Background: an optimization exercise with open tools, aiming at small area, a short achievable clock period and few clock cycles per item. Do not read the settings as production practice.
The RTL was checked by simulation tests, not by an equivalence proof against the original design.
Power and IR drop assume default switching activity.

==> flow/design.v, too long to show whole: its modules and the start of the top module <==
// module polygon_convexity_check: 158 lines
// module pcc_booth_enc: 20 lines
// module pcc_cross: 2618 lines
module polygon_convexity_check #(
  parameter int COORD_WIDTH = 16
) (
  input  logic                          clk,
  input  logic                          rst,
  input  logic                          vertex_valid,
  output logic                          vertex_ready,
  input  logic signed [COORD_WIDTH-1:0] vertex_x,
  input  logic signed [COORD_WIDTH-1:0] vertex_y,
  input  logic                          last_vertex,
  output logic                          result_valid,
  input  logic                          result_ready,
  output logic                          is_convex,
  output logic                          too_few
);
  // ...
==> flow/flow/run.sh <==
#!/bin/bash
# Layout flow: the standard flow (standard.sh) unchanged except for one step in
# synthesis. Before Yosys's fine-grained synthesis runs ABC, the adder trees of the RTL
# (plain XOR / majority gates) are mapped to full- and half-adder cells, so ABC cannot
# restructure them first; extracting them afterwards leaves inverters between the adder
# cells. Everything else, including the registers, is the standard synthesis.
# Placement buffers every input and output port as the standard flow does, but with a
# plain buffer cell (buf_2) instead of the delay cell buffer_ports picks by default.
set -euo pipefail
HERE=$(pwd)
FL=$HERE/flow

# synthesis script: ORFS's synth.tcl with the early adder extraction inserted
python3 - "$FLOW_HOME/scripts/synth.tcl" "$HERE/synth_fa.tcl" <<'PYEOF'
import sys
src = open(sys.argv[1]).read()
anchor = """if {
  [env_var_exists_and_non_empty SYNTH_WRAPPED_OPERATORS] ||
  [env_var_exists_and_non_empty SWAP_ARITH_OPERATORS]
} {
  source $::env(SCRIPTS_DIR)/synth_wrap_operators.tcl
} else {"""
early = """# early full-adder extraction (this flow's only change to synthesis)
opt -fast -full
memory_map
opt -full
techmap -map +/techmap.v -map $::env(FLOW_HOME)/platforms/common/lcu_kogge_stone.v
opt -fast
extract_fa {*}[dont_use_extract_fa_args]
techmap -map $::env(ADDER_MAP_FILE)
opt -fast

"""
assert src.count(anchor) == 1, "synth.tcl anchor not found"
open(sys.argv[2], "w").write(src.replace(anchor, early + anchor))
PYEOF
# The standard flow's synthesis wrapper, sourcing the script above instead of synth.tcl
sed "s|\$::env(SCRIPTS_DIR)/synth.tcl|$HERE/synth_fa.tcl|" synth_recipe.tcl > synth_recipe_fa.tcl
grep -q "synth_fa.tcl" synth_recipe_fa.tcl
# standard.sh with that synthesis wrapper, for the synth target only
sed "s|SYNTH_SCRIPT=[^ ]*|SYNTH_SCRIPT=$HERE/synth_recipe_fa.tcl|" standard.sh > standard_fa.sh
grep -q "synth_recipe_fa.tcl" standard_fa.sh

bash standard_fa.sh synth > synth.log 2>&1
export BUFFER_PORTS_ARGS="-buffer_cell sky130_fd_sc_hd__buf_2"
bash standard.sh finish > finish.log 2>&1
==> flow/standard.sh <==
#!/bin/bash
# synth_recipe.tcl (not shown) runs the flow's synth.tcl, then flattens the netlist and writes it again
# the make line also repeats each setting of config.mk as NAME=value (left out here)
make -C /OpenROAD-flow-scripts/flow DESIGN_CONFIG=/design/flow/config.mk WORK_HOME=/design/flow/orfs CLKGATE_MAP_FILE= SYNTH_SCRIPT=/design/flow/synth_recipe.tcl "${@:-finish}"
==> flow/config.mk <==
export PLATFORM = sky130hd
export DESIGN_NAME = polygon_convexity_check
export DESIGN_NICKNAME = polygon_convexity_check
export VERILOG_FILES = /design/flow/design.v
export SDC_FILE = /design/flow/constraint.sdc
export NUM_CORES = 4
export LEC_CHECK = 0
export ABC_AREA = 1
export CAP_MARGIN = 20
export CORE_MARGIN = 2
export CORE_UTILIZATION = 40
export CTS_CLUSTER_DIAMETER = 80
export CTS_CLUSTER_SIZE = 30
export PLACE_DENSITY = 0.6
export SETUP_SLACK_MARGIN = 4.6
export SLEW_MARGIN = 20
==> flow/constraint.sdc <==
create_clock -name core_clock -period 7.5 [get_ports {clk}]
set_input_delay 1.5000 -clock core_clock [delete_from_list [all_inputs] [get_ports {clk}]]
set_output_delay 1.5000 -clock core_clock [all_outputs]
set_load 0.01 [all_outputs]
==> impl_metrics.py, run 1 <==
metrics = {
    "outcome": {
        "status": "no timing/DRC/antenna violations",
    },
    "routing": {
        "wirelength_met1_microns": 29600,
        "ant_nets": 0,
        "drtPass1Iterations": 5,
        "wl_met2_microns": 33300,
        "top_layer_used": "met4",
        "route.detailed.drc": 0,
    },
    "worst_setup_path": {
        "worstReg2RegEnd": "u_cross.rg_21_3",
        "crit_path_start_kind": "flop",
        "worstSetupPathType": "flop to flop",
    },
    "power_and_ir_drop": {
        "internal-power_mw": 4.72,
        "seq_power_share_pct": 35.3,
        "power_switching_mw": 2.93,
        "power_frac_clock_pct": 19.5,
    },
    "cts": {
        "cts_root_buf": "clkbuf_16",
        "clock-sinks": 395,
        "htreeDepth": 1,
        "cts_tree": "done",
    },
    "final_layout": {
        "multi_input_area_share_pct": 50.7,
        "largest_register_ffs": 52,
        "clock_area_share_pct": 2.97,
        "seqAreaFraction_pct": 32.4,
        "postLayoutCoreUtil_pct": 46.1,
        "stdcell_area_sq_um": 28900,
        "regMostFlops": "a_enc",
    },
    "yosys": {
        "syn_area_sq_um": 25300,
        "synth_top_family_by_area": "adder cells",
        "synth-seq-cells": 395,
    },
    "floorplan": {
        "num_tap_cells": 846,
        "start_util_pct": 40.3,
    },
    "sta": {
        "fin_crit_ns": 2.91,
        "worst_clock_skew_ns": 0.0384,
        "worst_slack_ns": 4.59,
    },
    "place": {
        "io_buffers": 40,
    },
    "job": {
        "maxCapViolCount": 0,
    },
    "grt": {
        "met1_usage_pct": 28.6,
    },
}
Testbench counts, summed over its fixed seeds: cycles 59,325, items 59,266.
==> inputs of run 2 (changes only) <==
--- a/flow/config.mk
+++ b/flow/config.mk
@@ -14,3 +14,4 @@
 export PLACE_DENSITY = 0.6
 export SETUP_SLACK_MARGIN = 4.6
 export SLEW_MARGIN = 20
+export TNS_END_PERCENT = 50
==> run 2 against run 1 <==
Clock power is 3% lower; hold slack better by 0.0079 ns; global-route usage is 0.054 points higher; die area is the same; design area rose by 0.32%; clock-buffer cell count fell by 2; sequential power barely moved; fmax down 0.60%; combinational power is 2% lower; largest cell class unchanged; highest routed layer unchanged.
==> impl_metrics.py, run 2 <==
metrics = {
    "worst_setup_path": {
        "worstPathCellList": "clkinvlp_2, o22ai_1, xor2_1, fa_1, fa_1, fa_1",
        "required_ns": 7.98,
        "worstSetupPathType": "flop to flop",
        "slowest_stage": "fa_1",
        "crit_path_max_incr_delay_ns": 0.57,
        "cpMostUsedCell": "fa_1",
        "cp_max_fo": 6,
        "cp-end-kind": "flop",
        "crit_path_start_kind": "flop",
        "crit_arrival_ns": 3.41,
    },
    "floorplan": {
        "row_count": 92,
        "ios": 41,
        "fp.dieW_microns": 256,
        "die_area_sq_um": 65300,
        "start_util_pct": 40.3,
        "core_area_sq_um": 62900,
        "dieHeight_microns": 256,
    },
    "yosys": {
        "netlist.area_leader.share_pct": 22.0,
        "synth_top_family_by_area": "adder cells",
        "synth-seq-cells": 395,
        "synth.area.mux_share_pct": 1.15,
        "synthCells": 2359,
        "yosysWarningCount": 4,
        "synth-xor-area-share_pct": 12.4,
        "synth_area_leader_cell": "fa_1",
        "yosysSeqAreaShare_pct": 36.9,
        "syn_nets": 2774,
        "synth_compound_area_share_pct": 10.5,
        "synth-edff-count": 142,
        "ys_types": 39,
        "yosys.area_share.simple_pct": 5.68,
        "avgSynthCellArea_sq_um": 10.7,
        "synth_common_cells": "337 x xor2_1, 278 x fa_1, 271 x inv_1, 259 x o22ai_1, 253 x dfxtp_1",
        "synthTopCellsByArea": "fa_1 22%, dfxtp_1 20%, edfxtp_1 17%",
        "synthAdderAreaFrac_pct": 26.9,
        "syn_area_sq_um": 25300,
        "synth.most_common_cell": "xor2_1",
        "async_reset_ff_share_pct": 0,
        "synth_flop_cell": "dfxtp_1",
    },
    "routing": {
        "drtPass1Iterations": 7,
        "wire_per_inst_microns": 22.1,
        "vias_per_cell": 5.44,
        "totalWireLength_microns": 73600,
        "drtIter0Drc": 1676,
        "route.detailed.drc": 0,
        "ant_nets": 0,
        "vias": 18134,
    },
    "grt": {
        "antenna_found_initial": 0,
        "first_global_vias": 18550,
        "use_met2_pct": 35.5,
        "use_met3_pct": 3.85,
        "track_usage_pct": 21.8,
        "grt_pass1_wl_microns": 110000,
        "met1_usage_pct": 27.8,
        "grt_busiest_layer": "met2",
        "grt_overflow": 0,
        "grt_max_degree": 69,
    },
    "sta": {
        "fin_tns_setup_ns": 0,
        "worst_pin_slew_ns": 1.05,
        "whs_ns": 0.339,
        "post-route-period-util_pct": 39.1,
        "finalHoldViolCount": 0,
        "drv_slew": 0,
        "max_freq_mhz": 341,
        "fin_crit_ns": 2.93,
        "setup_viol": 0,
        "slew_headroom_pct": 30.1,
        "grt_setup_unrepaired": "true",
        "worst_clock_skew_ns": 0.0263,
    },
    "final_layout": {
        "fin_nets": 2884,
        "stdcell_area_sq_um": 29000,
        "fill_cells": 5869,
        "regMostFlops": "a_enc",
        "fin_cells": 3331,
        "multi_input_comb_area_sq_um": 14800,
        "n_antenna_cell": 0,
        "largest_register_ffs": 52,
        "synthToLayoutAreaGrowth_pct": 14.7,
        "drive_gt1_share_pct": 17.1,
        "regArea_sq_um": 9360,
        "final_cell_mix": "327 x xor2_1, 272 x fa_1, 234 x dfxtp_1",
        "postLayoutCoreUtil_pct": 46.2,
        "final_common_cell": "xor2_1",
    },
    "place": {
        "globalplace.congestion": 0.927,
        "io_buffers": 40,
        "hpwlAfterDp_microns": 50800,
        "place_inst": 3146,
        "placed_area_sq_um": 26200,
    },
    "cts": {
        "htreeDepth": 1,
        "cts_buffer_depth": 3,
        "cts_root_buf": "clkbuf_16",
        "clk_pin_slew_ns": 0.11,
        "hold_buffers": 0,
        "clkLatencyLatePin_ns": 0.61,
        "clock-sinks": 395,
        "cts_made_buffers": 22,
        "cts_tree": "done",
    },
    "hold_path": {
        "min_path_type": "flop to flop",
    },
    "power_and_ir_drop": {
        "leakagePower_nw": 11.9,
        "powerDensity_nw_per_um2": 259,
        "ir_drop_v": 0.000244,
    },
    "job": {
        "maxCapViolCount": 0,
    },
    "outcome": {
        "status": "no timing/DRC/antenna violations",
    },
}
## run 2: cell counts after synthesis
Identical to the previous run, type by type.
## run 2: repair_timing
action                     CTS  global route
buffers inserted            70            66
setup endpoints to repair  312            70
resized for setup           72           105
gates cloned                 4             5
pin swaps                    4            28
## run 2: area by class of cell
class | instances | share of cell area, %
multi-input cells | 1553 | 50.9
well taps | 846 | 3.65
inverters | 304 | 4.76
clock buffers | 25 | 2.04
clock inverters | 15 | 0.819
repair inverters | 5 | 0.0862
repair buffers | 188 | 5.51
flip-flops and latches | 395 | 32.2
## run 2: kinds of logic (layout without fill, tap and decap cells)
group	Yosys count	after routing
compound gates	433	434
buf+inv	415	537
flops	395	395
fa+ha+maj	378	378
xor+xnor	359	359
simple gates	350	353
mux	29	29
## run 2: final timing paths
| check | slack, ns | cells after the start | from | to |
|---|---|---|---|---|
| max | 4.57 | 6 | a_enc[3] | u_cross.rg_18_3 |
| min | 0.34 | 0 | yfirst | wfirst |
| max reg2reg | 4.57 | 6 | a_enc[3] | u_cross.rg_18_3 |
| min reg2reg | 0.34 | 0 | yfirst | wfirst |
## run 2: power breakdown
group,switching [mW],leakage [nW],internal (mW),total [mW]
logic,1.89,8.11,1.48,3.37
registers,0.163,3.43,2.55,2.71
clock network,0.813,0.390,0.634,1.45
total,2.86,11.9,4.66,7.53
## run 2: routing by layer
layer	wire length, microns	part of all wire [%]	up-vias
met5	0	0	-
met4	4890	6.6	0
met3	5420	7.4	256
met2	33900	46	903
met1	29400	40	8987
li1	-	-	7988
## run 2: per-stage QoR
stage	worst slack, ns	total power, mW
after floorplan	3.81	5.13
after global placement	3.03	5.97
after detailed placement	2.97	6.10
after CTS	4.48	7.59
after global routing	4.53	8.18
final	4.57	7.53
## run 2: worst max-delay path: cells and delay by family (launching register included)
| family | cells | cell delay, ns |
|---|---|---|
| AOI/OAI and AO/OA | 1 | 0.25 |
| xor gates and xnor gates | 1 | 0.22 |
| adders and majority gates | 3 | 1.49 |
| buffers and inverters | 1 | 0.37 |
| DFF | 1 | 0.48 |
==> inputs of run 3 (changes only) <==
--- a/flow/config.mk
+++ b/flow/config.mk
@@ -14,4 +14,4 @@
 export PLACE_DENSITY = 0.6
 export SETUP_SLACK_MARGIN = 4.6
 export SLEW_MARGIN = 20
-export TNS_END_PERCENT = 50
+export TNS_END_PERCENT = 25
==> run 3 against run 2 <==
Clock skew fell by 0.0063 ns; sequential power barely moved; clock-buffer cell count fell by 1; worst setup slack improved by 0.015 ns; critical path depth did not move; flip-flop and latch count did not move; global-route usage fell by 0.74 points; design area fell by 1.2%; fmax rose by 0.52%; register-to-register slack improved by 0.02 ns; cell count fell by 1.2%; via count fell by 2.2%.
==> impl_metrics.py, run 3 <==
metrics = {
    "routing": {
        "met3WireLength_microns": 4910,
        "totalWireLength_microns": 71000,
        "wl_met2_microns": 33200,
        "drtPass1Iterations": 7,
        "top_layer_used": "met4",
        "route.detailed.drc": 0,
        "ant_nets": 0,
        "vias_per_cell": 5.39,
        "wirelength_met1_microns": 29200,
        "vias": 17740,
        "drtIter0Drc": 1496,
        "wire_per_inst_microns": 21.6,
    },
    "yosys": {
        "ys_types": 39,
        "syn_nets": 2774,
        "synth_area_leader_cell": "fa_1",
        "synth-edff-count": 142,
        "async_reset_ff_share_pct": 0,
        "yosysSeqAreaShare_pct": 36.9,
        "synth.most_common_cell": "xor2_1",
        "synth_flop_cell": "dfxtp_1",
        "netlist.area_leader.share_pct": 22.0,
        "avgSynthCellArea_sq_um": 10.7,
        "synthTopCellsByArea": "fa_1 22%, dfxtp_1 20%, edfxtp_1 17%",
        "syn_area_sq_um": 25300,
        "yosysWarningCount": 4,
        "synth_common_cells": "337 x xor2_1, 278 x fa_1, 271 x inv_1, 259 x o22ai_1, 253 x dfxtp_1",
        "synthCells": 2359,
        "synth-seq-cells": 395,
    },
    "sta": {
        "finalHoldViolCount": 0,
        "slew_headroom_pct": 37.9,
        "setup_viol": 0,
        "drv_slew": 0,
        "grt_setup_unrepaired": "true",
        "worst_pin_slew_ns": 0.931,
        "post-route-period-util_pct": 38.9,
        "fin_crit_ns": 2.92,
        "max_freq_mhz": 343,
        "whs_ns": 0.337,
        "worst_slack_ns": 4.58,
        "worst_clock_skew_ns": 0.0200,
        "fin_tns_setup_ns": 0,
    },
    "floorplan": {
        "core_area_sq_um": 62900,
        "row_count": 92,
        "dieHeight_microns": 256,
        "fp.dieW_microns": 256,
        "ios": 41,
        "die_area_sq_um": 65300,
        "start_util_pct": 40.3,
    },
    "worst_setup_path": {
        "cp-end-kind": "flop",
        "cp_max_fo": 18,
        "crit_arrival_ns": 3.44,
        "worstSetupPathType": "flop to flop",
        "required_ns": 8.03,
        "crit_path_start_kind": "flop",
    },
    "place": {
        "hpwlAfterDp_microns": 50600,
        "io_buffers": 40,
        "place_inst": 3146,
        "globalplace.congestion": 0.919,
        "pre_cts_ws_ns": 3.02,
    },
    "cts": {
        "cts_made_buffers": 22,
        "htreeDepth": 1,
        "clkLatencyLatePin_ns": 0.59,
        "cts_root_buf": "clkbuf_16",
        "clock-sinks": 395,
        "clk_pin_slew_ns": 0.11,
        "hold_buffers": 0,
        "cts_buffer_depth": 3,
        "cts_tree": "done",
    },
    "final_layout": {
        "final_common_cell": "xor2_1",
        "synthToLayoutAreaGrowth_pct": 13.4,
        "postLayoutCoreUtil_pct": 45.7,
        "n_antenna_cell": 0,
        "regMostFlops": "a_enc",
        "drive_gt1_share_pct": 14.5,
        "fin_nets": 2844,
        "final_cell_mix": "333 x xor2_1, 276 x fa_1, 242 x o22ai_1",
        "fin_cells": 3290,
        "largest_register_ffs": 52,
    },
    "power_and_ir_drop": {
        "powerDensity_nw_per_um2": 264,
        "leakagePower_nw": 11.8,
        "ir_drop_v": 0.000261,
    },
    "grt": {
        "track_usage_pct": 21.1,
        "grt_max_degree": 69,
        "grt_overflow": 0,
        "first_global_vias": 18014,
        "antenna_found_initial": 0,
        "grt_pass1_wl_microns": 106000,
    },
    "hold_path": {
        "min_path_type": "flop to flop",
    },
    "outcome": {
        "status": "no timing/DRC/antenna violations",
    },
    "job": {
        "maxCapViolCount": 0,
    },
}
## run 3: cell counts after synthesis
Identical to the previous run, type by type.
## run 3: worst paths after layout
path / start / end / slack (ns) / cells after the start
worst max-delay path: a_enc[20] / u_cross.rg_29_1 / 4.58 / 6
worst min-delay path: yfirst / wfirst / 0.34 / 0
worst max register to register: a_enc[20] / u_cross.rg_29_1 / 4.58 / 6
worst min register to register: yfirst / wfirst / 0.34 / 0
## run 3: worst max-delay path: stages (launching register included)
cell and delay [ns]:
dfxtp_2 0.77, inv_1 0.18, xor2_1 0.23, fa_1 0.55, inv_1 0.07, fa_1 0.50, fa_1 0.54
## run 3: stage by stage
step / total power [mW] / cell area, sq um
after floorplan: 5.13 / 25400
after global placement: 5.97 / 26200
after detailed placement: 6.10 / 26200
after CTS: 7.63 / 27400
after global routing: 8.24 / 28700
final: 7.58 / 28700
## run 3: what timing repair did
action                                  CTS  global route
setup buffers                            14            83
cloned                                    4             4
pin swaps                                 4            26
endpoints found under the setup margin  319           113
resized for setup                        40           101
## run 3: metal layers
layer,global-route usage (%),vias up
met5,0,-
met4,9.86,0
met1,27.8,8858
met2,34.2,773
li1,-,7929
met3,3.34,180
## run 3: layout make-up
type,instances,area (sq um)
timing repair inverter,3,17.5
fill,5827,34100
sequential,395,9350
tap,846,1060
clock inverter,15,278
multi-input combinational,1553,14600
clock buffer,24,579
inverter,304,1350
timing repair buffer,150,1430
## run 3: logic make-up after synthesis
| family | Yosys count | synth area share [%] |
|---|---|---|
| compound gates | 433 | 10.5 |
| xor+xnor | 359 | 12.4 |
| fa+ha+maj | 378 | 26.9 |
| buf+inv | 415 | 6.44 |
| flops | 395 | 36.9 |
| mux | 29 | 1.15 |
| simple gates | 350 | 5.68 |
## run 3: report_power, final
part	switching (mW)	leakage [nW]	internal [mW]
sequential	0.159	3.43	2.55
combinational	1.89	7.94	1.49
clock	0.814	0.409	0.691
==> inputs of run 4 (changes only) <==
--- a/flow/config.mk
+++ b/flow/config.mk
@@ -8,10 +8,9 @@
 export ABC_AREA = 1
 export CAP_MARGIN = 20
 export CORE_MARGIN = 2
-export CORE_UTILIZATION = 40
+export CORE_UTILIZATION = 45
 export CTS_CLUSTER_DIAMETER = 80
 export CTS_CLUSTER_SIZE = 30
-export PLACE_DENSITY = 0.6
+export PLACE_DENSITY = 0.65
 export SETUP_SLACK_MARGIN = 4.6
 export SLEW_MARGIN = 20
-export TNS_END_PERCENT = 25
==> run 4 against run 3 <==
Still clean; utilization grew 6.8 points; clock-buffer cell count up 1; cell count fell by 1.6%; design area grew 1.2%; largest cell class unchanged; highest routed layer unchanged.
==> impl_metrics.py, run 4 <==
metrics = {
    "floorplan": {
        "core_area_sq_um": 55300,
        "fp.dieW_microns": 241,
        "die_area_sq_um": 58200,
        "row_count": 86,
        "dieHeight_microns": 241,
        "ios": 41,
        "start_util_pct": 45.8,
    },
    "sta": {
        "grt_setup_unrepaired": "true",
        "fin_crit_ns": 2.91,
        "setup_viol": 0,
        "worst_slack_ns": 4.59,
        "max_freq_mhz": 344,
        "post-route-period-util_pct": 38.8,
        "finalHoldViolCount": 0,
        "drv_slew": 0,
        "slew_headroom_pct": 55.9,
        "whs_ns": 0.320,
        "worst_pin_slew_ns": 0.660,
        "fin_tns_setup_ns": 0,
        "worst_clock_skew_ns": 0.0266,
    },
    "final_layout": {
        "synthToLayoutAreaGrowth_pct": 14.7,
        "largest_register_ffs": 52,
        "fin_nets": 2887,
        "final_common_cell": "xor2_1",
        "final_cell_mix": "333 x xor2_1, 274 x fa_1, 245 x o22ai_1",
        "drive_gt1_share_pct": 17.9,
        "postLayoutCoreUtil_pct": 52.5,
        "fill_cells": 4826,
        "regMostFlops": "a_enc",
    },
    "power_and_ir_drop": {
        "ir_drop_v": 0.000297,
        "p_total_mw": 7.61,
        "leakagePower_nw": 12.0,
        "powerDensity_nw_per_um2": 262,
    },
    "worst_setup_path": {
        "slowest_stage": "fa_1",
        "crit_path_max_incr_delay_ns": 0.58,
        "worstPathCellList": "inv_1, o22ai_1, xor2_1, fa_1, fa_1, fa_1",
        "path_depth": 6,
        "cp_max_fo": 16,
        "cpMostUsedCell": "fa_1",
        "crit_family": "adder cells",
        "worstSetupPathType": "flop to flop",
        "crit_buf_inv": 1,
        "r2r_cells": 6,
        "required_ns": 7.98,
        "crit_arrival_ns": 3.39,
        "crit_path_start_kind": "flop",
        "cp-end-kind": "flop",
    },
    "yosys": {
        "synthAdderAreaFrac_pct": 26.9,
        "synth_compound_area_share_pct": 10.5,
        "ys_types": 39,
        "syn_nets": 2774,
        "synth.area.mux_share_pct": 1.15,
        "synth.most_common_cell": "xor2_1",
        "syn_area_sq_um": 25300,
        "async_reset_ff_share_pct": 0,
        "yosys.area_share.simple_pct": 5.68,
        "synth_flop_cell": "dfxtp_1",
        "synth-seq-cells": 395,
        "netlist.area_leader.share_pct": 22.0,
        "synth_top_family_by_area": "adder cells",
        "synth_common_cells": "337 x xor2_1, 278 x fa_1, 271 x inv_1, 259 x o22ai_1, 253 x dfxtp_1",
        "synth_area_leader_cell": "fa_1",
        "synthTopCellsByArea": "fa_1 22%, dfxtp_1 20%, edfxtp_1 17%",
        "yosysSeqAreaShare_pct": 36.9,
        "yosysWarningCount": 4,
        "synth-edff-count": 142,
        "avgSynthCellArea_sq_um": 10.7,
        "synthCells": 2359,
        "synth-xor-area-share_pct": 12.4,
    },
    "place": {
        "globalplace.congestion": 0.982,
        "pre_cts_ws_ns": 2.97,
        "hpwlAfterDp_microns": 49500,
        "io_buffers": 40,
    },
    "grt": {
        "grt_pass1_wl_microns": 107000,
        "first_global_vias": 18430,
        "grt_overflow": 0,
        "track_usage_pct": 24.5,
        "grt_max_degree": 69,
        "antenna_found_initial": 1,
    },
    "cts": {
        "cts_root_buf": "clkbuf_16",
        "clk_pin_slew_ns": 0.11,
        "cts_made_buffers": 22,
        "clkLatencyLatePin_ns": 0.60,
        "cts_buffer_depth": 3,
        "clock-sinks": 395,
        "cts_tree": "done",
        "hold_buffers": 0,
        "htreeDepth": 1,
    },
    "routing": {
        "wire_per_inst_microns": 21.8,
        "ant_nets": 0,
        "drtIter0Drc": 2077,
        "vias": 18159,
        "route.detailed.drc": 0,
        "vias_per_cell": 5.61,
        "drtPass1Iterations": 6,
        "totalWireLength_microns": 70700,
    },
    "hold_path": {
        "holdPathStages": 0,
        "min_path_type": "flop to flop",
    },
    "job": {
        "maxCapViolCount": 0,
    },
    "outcome": {
        "status": "no timing/DRC/antenna violations",
    },
}
-- run 4: area by class of cell --
| cell class | count | area (sq um) | area share [%] |
|---|---|---|---|
| multi-input combinational | 1553 | 14700 | 50.7 |
| sequential | 395 | 9360 | 32.2 |
| timing repair buffer | 195 | 1790 | 6.15 |
| inverter | 304 | 1390 | 4.79 |
| tap | 748 | 936 | 3.22 |
| clock buffer | 25 | 572 | 1.97 |
| clock inverter | 15 | 260 | 0.896 |
| timing repair inverter | 1 | 5.00 | 0.0172 |
| antenna | 1 | 2.50 | 0.00862 |
-- run 4: worst register-to-register path, delay by kind of cell, from the launching register on --
| family | cells | cell delay (ns) |
|---|---|---|
| AO/OA/AOI/OAI | 1 | 0.18 |
| buffers and inverters | 1 | 0.49 |
| XOR/XNOR | 1 | 0.29 |
| flip-flops | 1 | 0.33 |
| adder cells (fa/ha/maj) | 3 | 1.51 |
-- run 4: stage by stage --
step | cell area, sq um | cells
after floorplan | 25500 | 2359
after global placement | 26200 | 3043
after detailed placement | 26200 | 3043
after CTS | 28100 | 3167
after global routing | 29000 | 3237
final | 29000 | 3237
-- run 4: final timing paths --
check	from	endpoint	slack (ns)
max	a_enc[3]	u_cross.rg_18_3	4.59
min	xfirst	yfirst	0.32
max reg2reg	a_enc[3]	u_cross.rg_18_3	4.59
min reg2reg	xfirst	yfirst	0.32
-- run 4: logic make-up after synthesis --
group	Yosys count
mux	29
xor+xnor	359
buf+inv	415
fa+ha+maj	378
simple gates	350
flops	395
compound gates	433
-- run 4: report_power, final --
group          switching [mW]  total, mW  internal [mW]
Combinational            1.92       3.44           1.52
Clock                   0.816       1.46          0.645
Sequential              0.162       2.71           2.54
-- run 4: timing repair --
action / CTS / global route
setup endpoints to repair: 310 / 61
pin swaps: 4 / 23
gates cloned: 4 / 1
gates resized for setup: 77 / 65
setup buffers: 80 / 68
-- run 4: metal layers --
| layer | vias to the layer above | track usage [%] | part of all wire, % |
|---|---|---|---|
| li1 | 8021 | - | - |
| met5 | - | 0 | 0 |
| met4 | 0 | 9.26 | 4.8 |
| met3 | 221 | 4.98 | 9.5 |
| met2 | 1010 | 39.2 | 45 |
| met1 | 8907 | 32.9 | 40 |

re-timing with driven ports:
Ports are ideal in the flow. The routed layouts listed here were re-timed in OpenROAD.
Step 1 assumes that a clkbuf_16 drives the clock port and a buf_2 every other input.
Step 2 times the ports against the registers' clock, not the clock port: input delays grow and output delays shrink by t, the midpoint of the rising clock arrivals with the driver on.
Slacks: ideal / step 1 / step 2; pairs: ideal / step 1.
run | shift t [ns] | setup slack, ns | worst data-port slew with drivers (ns) | cell pins on the clock port's net
run 1 | 0.649 | 4.586 / 4.586 / 4.125 | 0.05 | 1
run 2 | 0.651 | 4.569 / 4.569 / 4.090 | 0.06 | 1
run 3 | 0.636 | 4.584 / 4.584 / 4.098 | 0.06 | 1
run 4 | 0.645 | 4.591 / 4.591 / 4.118 | 0.09 | 1
After both steps every run listed still meets setup and hold. The setup slack of run 3, which loses most, moves by 0.000 ns with the drivers and by -0.486 ns with both steps.
